Context: an optimization exercise on an open-source flow, tuned for small area and a short achievable clock period. The choices shown serve that exercise and are no tape-out recipe. At most, simulation tests tie the RTL to the original design; equivalence was not proved. Power and IR drop assume default switching activity.

==> module result_stage, before the edit <==
module result_stage
(
    input  logic                    clk,
    input  logic                    arst_n,
    input  logic [3-1:0]  rd_addr1,
    input  logic [3-1:0]  rd_addr2,
    input  logic                    wb_valid,
    input  logic [3-1:0]  wb_dest,
    input  logic [16-1:0]   wb_data,
    output logic [16-1:0]   rd_data1,
    output logic [16-1:0]   rd_data2,
    output logic [2:0]              cc
);
    logic [16-1:0] regs [8];
    logic [8-1:0] written;
    logic [2:0]            nzp;
    logic byp1, byp2;
    assign byp1 = wb_valid && wb_dest == rd_addr1;
    assign byp2 = wb_valid && wb_dest == rd_addr2;
    always_comb
    begin
        rd_data1 = wb_data & {16{byp1}};
        rd_data2 = wb_data & {16{byp2}};
        for (int i = 0; i < 8; i++)
        begin
            rd_data1 = rd_data1 | (regs[i] & {16{!byp1 && written[i] && rd_addr1 == i}});
            rd_data2 = rd_data2 | (regs[i] & {16{!byp2 && written[i] && rd_addr2 == i}});
        end
    end
    assign nzp = wb_data[16-1] ? 3'b100 :
                 (wb_data == '0)       ? 3'b010 :
                                         3'b001;
    always_ff @(posedge clk)
    begin
        for (int i = 0; i < 8; i++)
            if (wb_valid && wb_dest == i)
                regs[i] <= wb_data;
    end
    always_ff @(posedge clk or negedge arst_n)
    begin
        if (!arst_n)
        begin
            written <= '0;
            cc      <= 3'b010;  
        end
        else
        begin
            if (wb_valid)
            begin
                written[wb_dest] <= 1'b1;
                cc               <= nzp;
            end
        end
    end
endmodule
==> module lc3b_alu_pipe, before the edit <==
module lc3b_alu_pipe
(
    input  logic                    clk,
    input  logic                    arst_n,
    input  logic                    instr_valid,
    input  logic [16-1:0]   instr,
    input  logic                    flush,
    output logic                    wb_valid,
    output logic [3-1:0]  wb_dest,
    output logic [16-1:0]   wb_data,
    output logic [2:0]              cc
);
    logic                   d_valid;
    logic [3-1:0] d_dest;
    logic [16-1:0]  d_opa;
    logic [16-1:0]  d_opb;
    logic                   d_mb;
    logic                   d_as;
    logic                   d_sub;
    logic                   d_shr;
    logic [4:0]             d_sh;
    logic [3:0]             d_lsel;
    logic [16-1:0]  alu_out;
    logic [16-1:0]  res_p;
    logic [16-1:0]  res_c;
    logic [16-1:0]  rd_data1;
    logic [16-1:0]  rd_data2;
    decode_stage u_decode
    (
        .clk         (clk),
        .arst_n      (arst_n),
        .instr_valid (instr_valid),
        .instr       (instr),
        .flush       (flush),
        .rd_data1    (rd_data1),
        .rd_data2    (rd_data2),
        .res_p       (res_p),
        .res_c       (res_c),
        .d_valid     (d_valid),
        .d_dest      (d_dest),
        .d_opa       (d_opa),
        .d_opb       (d_opb),
        .d_mb        (d_mb),
        .d_as        (d_as),
        .d_sub       (d_sub),
        .d_shr       (d_shr),
        .d_sh        (d_sh),
        .d_lsel      (d_lsel)
    );
    execute_stage u_execute
    (
        .clk      (clk),
        .arst_n   (arst_n),
        .d_valid  (d_valid),
        .d_dest   (d_dest),
        .d_opa    (d_opa),
        .d_opb    (d_opb),
        .d_mb     (d_mb),
        .d_as     (d_as),
        .d_sub    (d_sub),
        .d_shr    (d_shr),
        .d_sh     (d_sh),
        .d_lsel   (d_lsel),
        .res_p    (res_p),
        .res_c    (res_c),
        .alu_out  (alu_out),
        .wb_valid (wb_valid),
        .wb_dest  (wb_dest),
        .wb_data  (wb_data)
    );
    result_stage u_result
    (
        .clk      (clk),
        .arst_n   (arst_n),
        .rd_addr1 (instr[8:6]),
        .rd_addr2 (instr[2:0]),
        .wb_valid (wb_valid),
        .wb_dest  (wb_dest),
        .wb_data  (wb_data),
        .rd_data1 (rd_data1),
        .rd_data2 (rd_data2),
        .cc       (cc)
    );
endmodule
clock: 7.0 ns
lec_check: 0
cap_margin: 20
core_margin: 2
core_utilization: 40
setup_slack_margin: 2.5
slew_margin: 20
run.sh (not shown) runs the stock make flow with config.mk's settings and CLKGATE_MAP_FILE= SYNTH_SCRIPT=/design/flow/synth_recipe.tcl, a recipe that flattens the netlist after the stock synthesis.
Rerun with:
--- a/flow/design.v
+++ b/flow/design.v
@@ -642,39 +642,38 @@
     input  logic                    clk,
     input  logic                    arst_n,
     input  logic [3-1:0]  rd_addr1,
     input  logic [3-1:0]  rd_addr2,
+    input  logic                    we,
+    input  logic [3-1:0]  waddr,
+    input  logic [16-1:0]   wdata,
     input  logic                    wb_valid,
-    input  logic [3-1:0]  wb_dest,
     input  logic [16-1:0]   wb_data,
     output logic [16-1:0]   rd_data1,
     output logic [16-1:0]   rd_data2,
     output logic [2:0]              cc
 );
     logic [16-1:0] regs [8];
     logic [8-1:0] written;
     logic [2:0]            nzp;
-    logic byp1, byp2;
-    assign byp1 = wb_valid && wb_dest == rd_addr1;
-    assign byp2 = wb_valid && wb_dest == rd_addr2;
     always_comb
     begin
-        rd_data1 = wb_data & {16{byp1}};
-        rd_data2 = wb_data & {16{byp2}};
+        rd_data1 = '0;
+        rd_data2 = '0;
         for (int i = 0; i < 8; i++)
         begin
-            rd_data1 = rd_data1 | (regs[i] & {16{!byp1 && written[i] && rd_addr1 == i}});
-            rd_data2 = rd_data2 | (regs[i] & {16{!byp2 && written[i] && rd_addr2 == i}});
+            rd_data1 = rd_data1 | (regs[i] & {16{written[i] && rd_addr1 == i}});
+            rd_data2 = rd_data2 | (regs[i] & {16{written[i] && rd_addr2 == i}});
         end
     end
     assign nzp = wb_data[16-1] ? 3'b100 :
                  (wb_data == '0)       ? 3'b010 :
                                          3'b001;
     always_ff @(posedge clk)
     begin
         for (int i = 0; i < 8; i++)
-            if (wb_valid && wb_dest == i)
-                regs[i] <= wb_data;
+            if (we && waddr == i)
+                regs[i] <= wdata;
     end
     always_ff @(posedge clk or negedge arst_n)
     begin
         if (!arst_n)
@@ -683,13 +682,12 @@
             cc      <= 3'b010;  
         end
         else
         begin
+            if (we)
+                written[waddr] <= 1'b1;
             if (wb_valid)
-            begin
-                written[wb_dest] <= 1'b1;
-                cc               <= nzp;
-            end
+                cc <= nzp;
         end
     end
 endmodule
 `timescale 1ns/1ps
@@ -768,10 +766,12 @@
         .clk      (clk),
         .arst_n   (arst_n),
         .rd_addr1 (instr[8:6]),
         .rd_addr2 (instr[2:0]),
+        .we       (d_valid),
+        .waddr    (d_dest),
+        .wdata    (alu_out),
         .wb_valid (wb_valid),
-        .wb_dest  (wb_dest),
         .wb_data  (wb_data),
         .rd_data1 (rd_data1),
         .rd_data2 (rd_data2),
         .cc       (cc)
After rerunning:
- die area drops by 2.5%
- total power drops by 1.7%
- wire length drops by 6.2%
- setup slack improves by 0.029 ns
- design area drops by 2.8%
- synthesized cell count drops by 1.0%
- non-clock buffer count drops by 13
- worst hold slack improves by 0.089 ns
- clock power hardly moves
- first-iteration DRC count drops by 23%
- synthesized area drops by 2.6%
- core utilization barely changes
For the first run of this note, only the layout was checked, not whether the RTL still works.

==> static timing again, ports no longer ideal <==
No port has a modelled driver above. Below, the same layouts with a new extraction and two added sets of constraints. Step 1, drivers: a clkbuf_16 drives clk and a buf_2 each remaining input, both assumed. Step 2 also shifts input and output timing later by t, the mid clock arrival at the registers, as if the neighbouring blocks saw the same clock. a / b / c = ideal ports / drivers / drivers and shift; a / b = the first two.
| run | t (ns) | setup slack, ns | hold slack, ns |
|---|---|---|---|
| the first run | 0.554 | 2.592 / 2.592 / 2.291 | 0.401 / 0.401 / 0.401 |
| the second run | 0.539 | 2.621 / 2.621 / 2.230 | 0.490 / 0.490 / 0.490 |
After both steps setup and hold are still met in every run listed. The setup slack of the second run, which loses most, moves by 0.000 ns with the drivers and by -0.391 ns with both steps.
